What follows belongs to an exercise in optimizing a design on an open flow for small area; a production flow would make more cautious choices.
Only simulation tests tie the RTL to the original design; equivalence was not proved.
Power and IR drop assume default switching activity.

// reg_file_mp
module reg_file_mp #(
    parameter int XLEN     = 32,
    parameter int NREGS    = 32,
    parameter int NREAD    = 2,
    parameter int ZERO_REG = 1,
    parameter int BYPASS   = 1,
    parameter int RD_LAT   = 0
) (
    input  logic                      clk,
    input  logic                      rst_n,
    input  logic [NREAD*$clog2(NREGS)-1:0] rs_addr,
    output logic [NREAD*XLEN-1:0]     rs_data,
    output logic [NREAD-1:0]          rs_busy,
    input  logic                      wr_en,
    input  logic [$clog2(NREGS)-1:0]  wr_addr,
    input  logic [XLEN-1:0]           wr_data,
    input  logic                      issue_en,
    input  logic [$clog2(NREGS)-1:0]  issue_rd,
    output logic [$clog2(NREGS):0]    busy_cnt
);
Settings: LEC_CHECK=0, ABC_AREA=0, CAP_MARGIN=20, CORE_MARGIN=2, CORE_UTILIZATION=45, SLEW_MARGIN=20, SYNTH_HIERARCHICAL=1, SYNTH_MINIMUM_KEEP_SIZE=0; clock period 7.5 ns.
standard.sh (not shown) runs the stock make flow with config.mk's settings and CLKGATE_MAP_FILE= SYNTH_SCRIPT=/design/flow/synth_recipe.tcl, a recipe that flattens the netlist after the stock synthesis.
==> flow/flow/run.sh <==
#!/bin/bash
set -euo pipefail
bash standard.sh \
  "BUFFER_PORTS_ARGS=-buffer_cell sky130_fd_sc_hd__buf_1" \
  "CTS_ARGS=-sink_clustering_enable -repair_clock_nets -buf_list sky130_fd_sc_hd__clkbuf_16 -dont_use_dummy_load -sink_clustering_size 30 -sink_clustering_max_diameter 80" \
  finish > standard_sh.log 2>&1
The starting point ran to the end with no violations.
Change:
--- a/flow/config.mk
+++ b/flow/config.mk
@@ -11 +11 @@
-export CORE_UTILIZATION = 45
+export CORE_UTILIZATION = 40
Result:
- The changed run passed the timing, design-rule and antenna checks
- non-clock buffer count fell by 15
- worst setup slack degrades by 120 ps
- fmax went down by about 1.7%
- sequential power hardly moves
- cell area hardly moves
- cell count came out higher by about 3.6%
- global-route usage falls by 4.2 points
- wire length is about the same
- sequential share of layout area goes down by 0.12 points

---

JK:
The RTL this note starts from:
==> flow/design.v <==
module rf_ao22 (input logic a1, a2, b1, b2, output logic y);
    assign y = (a1 & a2) | (b1 & b2);
endmodule
module rf_aoi222 (input logic a1, a2, b1, b2, c1, c2, output logic y);
    assign y = ~((a1 & a2) | (b1 & b2) | (c1 & c2));
endmodule
module rf_nand3 (input logic a, b, c, output logic y);
    assign y = ~(a & b & c);
endmodule
module rf_nand4 (input logic a, b, c, d, output logic y);
    assign y = ~(a & b & c & d);
endmodule
module rf_nand2 (input logic a, b, output logic y);
    assign y = ~(a & b);
endmodule
module rf_inv (input logic a, output logic y);
    assign y = ~a;
endmodule
module rf_and3 (input logic a, b, c, output logic y);
    assign y = a & b & c;
endmodule
module rf_or2 (input logic a, b, output logic y);
    assign y = a | b;
endmodule
module rf_or3 (input logic a, b, c, output logic y);
    assign y = a | b | c;
endmodule
module rf_predec2 (input logic en, input logic [1:0] a, output logic [3:0] y);
    assign y[0] = en & ~a[1] & ~a[0];
    assign y[1] = en & ~a[1] &  a[0];
    assign y[2] = en &  a[1] & ~a[0];
    assign y[3] = en &  a[1] &  a[0];
endmodule
module rf_predec2n (input logic [1:0] a, output logic [3:0] y);
    for (genvar k = 0; k < 4; k++) begin : g_k
        assign y[k] = (a == 2'(k));
    end
endmodule
module rf_predec3 (input logic [2:0] a, output logic [7:0] y);
    for (genvar k = 0; k < 8; k++) begin : g_k
        assign y[k] = (a == 3'(k));
    end
endmodule
module rf_busy_rd (input logic [31:1] keep, input logic [3:0] lo, input logic [7:0] hi,
                   output logic y);
    always_comb begin
        y = 1'b0;
        for (int r = 1; r < 32; r++) begin
            y = y | (lo[r % 4] & hi[r / 4] & keep[r]);
        end
    end
endmodule
module rf_rd_bit (
    input  logic [31:1] sel,
    input  logic [31:1] x,
    output logic        y
);
    logic [10:0] g;
    logic [2:0]  h;
    for (genvar k = 0; k < 10; k++) begin : g_aoi
        rf_aoi222 u (.a1(sel[3*k+1]), .a2(x[3*k+1]), .b1(sel[3*k+2]), .b2(x[3*k+2]),
                     .c1(sel[3*k+3]), .c2(x[3*k+3]), .y(g[k]));
    end
    rf_nand2 u_t31 (.a(sel[31]), .b(x[31]), .y(g[10]));
    rf_nand4 u_n0 (.a(g[0]), .b(g[1]), .c(g[2]), .d(g[3]), .y(h[0]));
    rf_nand4 u_n1 (.a(g[4]), .b(g[5]), .c(g[6]), .d(g[7]), .y(h[1]));
    rf_nand3 u_n2 (.a(g[8]), .b(g[9]), .c(g[10]), .y(h[2]));
    rf_or3   u_or (.a(h[0]), .b(h[1]), .c(h[2]), .y(y));
endmodule
module reg_file_mp #(
    parameter int XLEN     = 32,
    parameter int NREGS    = 32,
    parameter int NREAD    = 2,
    parameter int ZERO_REG = 1,
    parameter int BYPASS   = 1,
    parameter int RD_LAT   = 0
) (
    input  logic                      clk,
    input  logic                      rst_n,
    input  logic [NREAD*$clog2(NREGS)-1:0] rs_addr,
    output logic [NREAD*XLEN-1:0]     rs_data,
    output logic [NREAD-1:0]          rs_busy,
    input  logic                      wr_en,
    input  logic [$clog2(NREGS)-1:0]  wr_addr,
    input  logic [XLEN-1:0]           wr_data,
    input  logic                      issue_en,
    input  logic [$clog2(NREGS)-1:0]  issue_rd,
    output logic [$clog2(NREGS):0]    busy_cnt
);
    localparam int AW = $clog2(NREGS);
    logic [XLEN-1:0]  regs_q [1:NREGS-1];
    logic [XLEN-1:0]  regs_d [1:NREGS-1];
    logic [NREGS-1:1] valid_q, valid_d;
    logic [NREGS-1:1] busy_q, busy_d;
    logic [3:0]       wlo, ilo;
    logic [7:0]       whi, ihi;
    logic [NREGS-1:1] wr_sel, wr_seln, iss_seln, keepn, keep;
    rf_predec2 u_wlo (.en(wr_en), .a(wr_addr[1:0]), .y(wlo));
    rf_predec3 u_whi (.a(wr_addr[4:2]), .y(whi));
    rf_predec2 u_ilo (.en(issue_en), .a(issue_rd[1:0]), .y(ilo));
    rf_predec3 u_ihi (.a(issue_rd[4:2]), .y(ihi));
    for (genvar r = 1; r < NREGS; r++) begin : g_reg
        rf_nand2 u_wsn (.a(wlo[r % 4]), .b(whi[r / 4]), .y(wr_seln[r]));
        rf_inv   u_ws  (.a(wr_seln[r]), .y(wr_sel[r]));
        rf_nand2 u_isn (.a(ilo[r % 4]), .b(ihi[r / 4]), .y(iss_seln[r]));
        rf_nand2 u_kpn (.a(busy_q[r]), .b(wr_seln[r]), .y(keepn[r]));
        rf_nand2 u_bd  (.a(iss_seln[r]), .b(keepn[r]), .y(busy_d[r]));
        rf_inv   u_kp  (.a(keepn[r]), .y(keep[r]));
        rf_or2   u_vd  (.a(valid_q[r]), .b(wr_sel[r]), .y(valid_d[r]));
        for (genvar b = 0; b < XLEN; b++) begin : g_bit
            rf_ao22 u_hold (.a1(wr_sel[r]), .a2(wr_data[b]), .b1(wr_seln[r]), .b2(regs_q[r][b]),
                            .y(regs_d[r][b]));
        end
    end
    always_ff @(posedge clk) begin
        for (int r = 1; r < NREGS; r++) begin
            regs_q[r] <= regs_d[r];
        end
    end
    always_ff @(posedge clk or negedge rst_n) begin
        if (!rst_n) begin
            valid_q <= '0;
            busy_q  <= '0;
        end else begin
            valid_q <= valid_d;
            busy_q  <= busy_d;
        end
    end
    for (genvar i = 0; i < NREAD; i++) begin : g_port
        logic [AW-1:0]    a;
        logic [3:0]       rlo;
        logic [7:0]       rhi;
        logic [NREGS-1:1] sel;
        assign a = rs_addr[i*AW +: AW];
        rf_predec2n u_rlo (.a(a[1:0]), .y(rlo));
        rf_predec3  u_rhi (.a(a[4:2]), .y(rhi));
        rf_busy_rd  u_bsy (.keep(keep), .lo(rlo), .hi(rhi), .y(rs_busy[i]));
        for (genvar r = 1; r < NREGS; r++) begin : g_sel
            rf_and3 u_sel (.a(rlo[r % 4]), .b(rhi[r / 4]), .c(valid_d[r]), .y(sel[r]));
        end
        for (genvar b = 0; b < XLEN; b++) begin : g_bit
            logic [NREGS-1:1] xb;
            for (genvar r = 1; r < NREGS; r++) begin : g_x
                assign xb[r] = regs_d[r][b];
            end
            rf_rd_bit u_rd (.sel(sel), .x(xb), .y(rs_data[i*XLEN + b]));
        end
    end
    always_comb begin
        busy_cnt = '0;
        for (int r = 1; r < NREGS; r++) begin
            busy_cnt = busy_cnt + {{AW{1'b0}}, busy_q[r]};
        end
    end
endmodule
==> flow/config.mk <==
export PLATFORM = sky130hd
export DESIGN_NAME = reg_file_mp
export DESIGN_NICKNAME = reg_file_mp
export VERILOG_FILES = /design/flow/design.v
export SDC_FILE = /design/flow/constraint.sdc
export NUM_CORES = 4
export LEC_CHECK = 0
export ABC_AREA = 0
export CAP_MARGIN = 20
export CORE_MARGIN = 2
export CORE_UTILIZATION = 40
export SLEW_MARGIN = 20
export SYNTH_HIERARCHICAL = 1
export SYNTH_MINIMUM_KEEP_SIZE = 0
==> flow/constraint.sdc <==
create_clock -name core_clock -period 7.5 [get_ports {clk}]
set_input_delay 1.5000 -clock core_clock [delete_from_list [all_inputs] [get_ports {clk}]]
set_output_delay 1.5000 -clock core_clock [all_outputs]
set_load 0.01 [all_outputs]
==> flow/flow/run.sh <==
#!/bin/bash
set -euo pipefail
bash standard.sh \
  "BUFFER_PORTS_ARGS=-buffer_cell sky130_fd_sc_hd__buf_2" \
  "CTS_ARGS=-sink_clustering_enable -repair_clock_nets -buf_list sky130_fd_sc_hd__clkbuf_16 -dont_use_dummy_load -sink_clustering_size 24 -sink_clustering_max_diameter 80" \
  finish > standard_sh.log 2>&1
diff inputs: JK => MS
==> flow/flow/run.sh <==
#!/bin/bash
set -euo pipefail
bash standard.sh \
  "BUFFER_PORTS_ARGS=-buffer_cell sky130_fd_sc_hd__buf_1" \
  "CTS_ARGS=-sink_clustering_enable -repair_clock_nets -buf_list sky130_fd_sc_hd__clkbuf_16 -dont_use_dummy_load -sink_clustering_size 24 -sink_clustering_max_diameter 80" \
  finish > standard_sh.log 2>&1
Notes after the runs:
- Going from JK to MS, pre-CTS worst setup slack moved down, routed wire length went down, power went down by 120 uW, via count shrank by 1.1%.

## what the ideal ports hide
The results above use ideal ports. As a check the final layouts listed here were re-extracted and re-timed, cells and wires unchanged. Step 1, drivers: a clkbuf_16 drives clk and a buf_2 each remaining input, both assumed. Step 2 adds t to the input delays and takes it off the output delays; t is the mean of the earliest and latest rising clock arrival at the registers after step 1. Input paths then give back, and output paths get back, about the clock's delay inside the block. Slacks: no drivers / after step 1 / after step 2; pairs: no drivers / after step 1.
| run | shift t [ns] | setup slack, ns | worst hold slack (ns) | latest minus earliest clock arrival (ns) | slew at the worst register clock pin (ns) |
|---|---|---|---|---|---|
| the first run of note 1 | 0.711 | 0.659 / 0.632 / 0.632 | 0.476 / 0.476 / 0.476 | 0.049 / 0.049 | 0.12 / 0.12 |
| the second run of note 1 | 0.736 | 0.540 / 0.515 / 0.515 | 0.468 / 0.468 / 0.468 | 0.087 / 0.087 | 0.12 / 0.12 |
| JK | 0.723 | 0.363 / 0.295 / 0.565 | 0.475 / 0.475 / 0.475 | 0.057 / 0.058 | 0.11 / 0.11 |
| MS | 0.722 | 0.333 / 0.265 / 0.621 | 0.476 / 0.476 / 0.476 | 0.035 / 0.035 | 0.10 / 0.10 |
After both steps setup and hold are still met in every run listed. The setup slack of the first run of note 1, which loses most, moves by -0.027 ns with the drivers and by -0.027 ns with both steps.
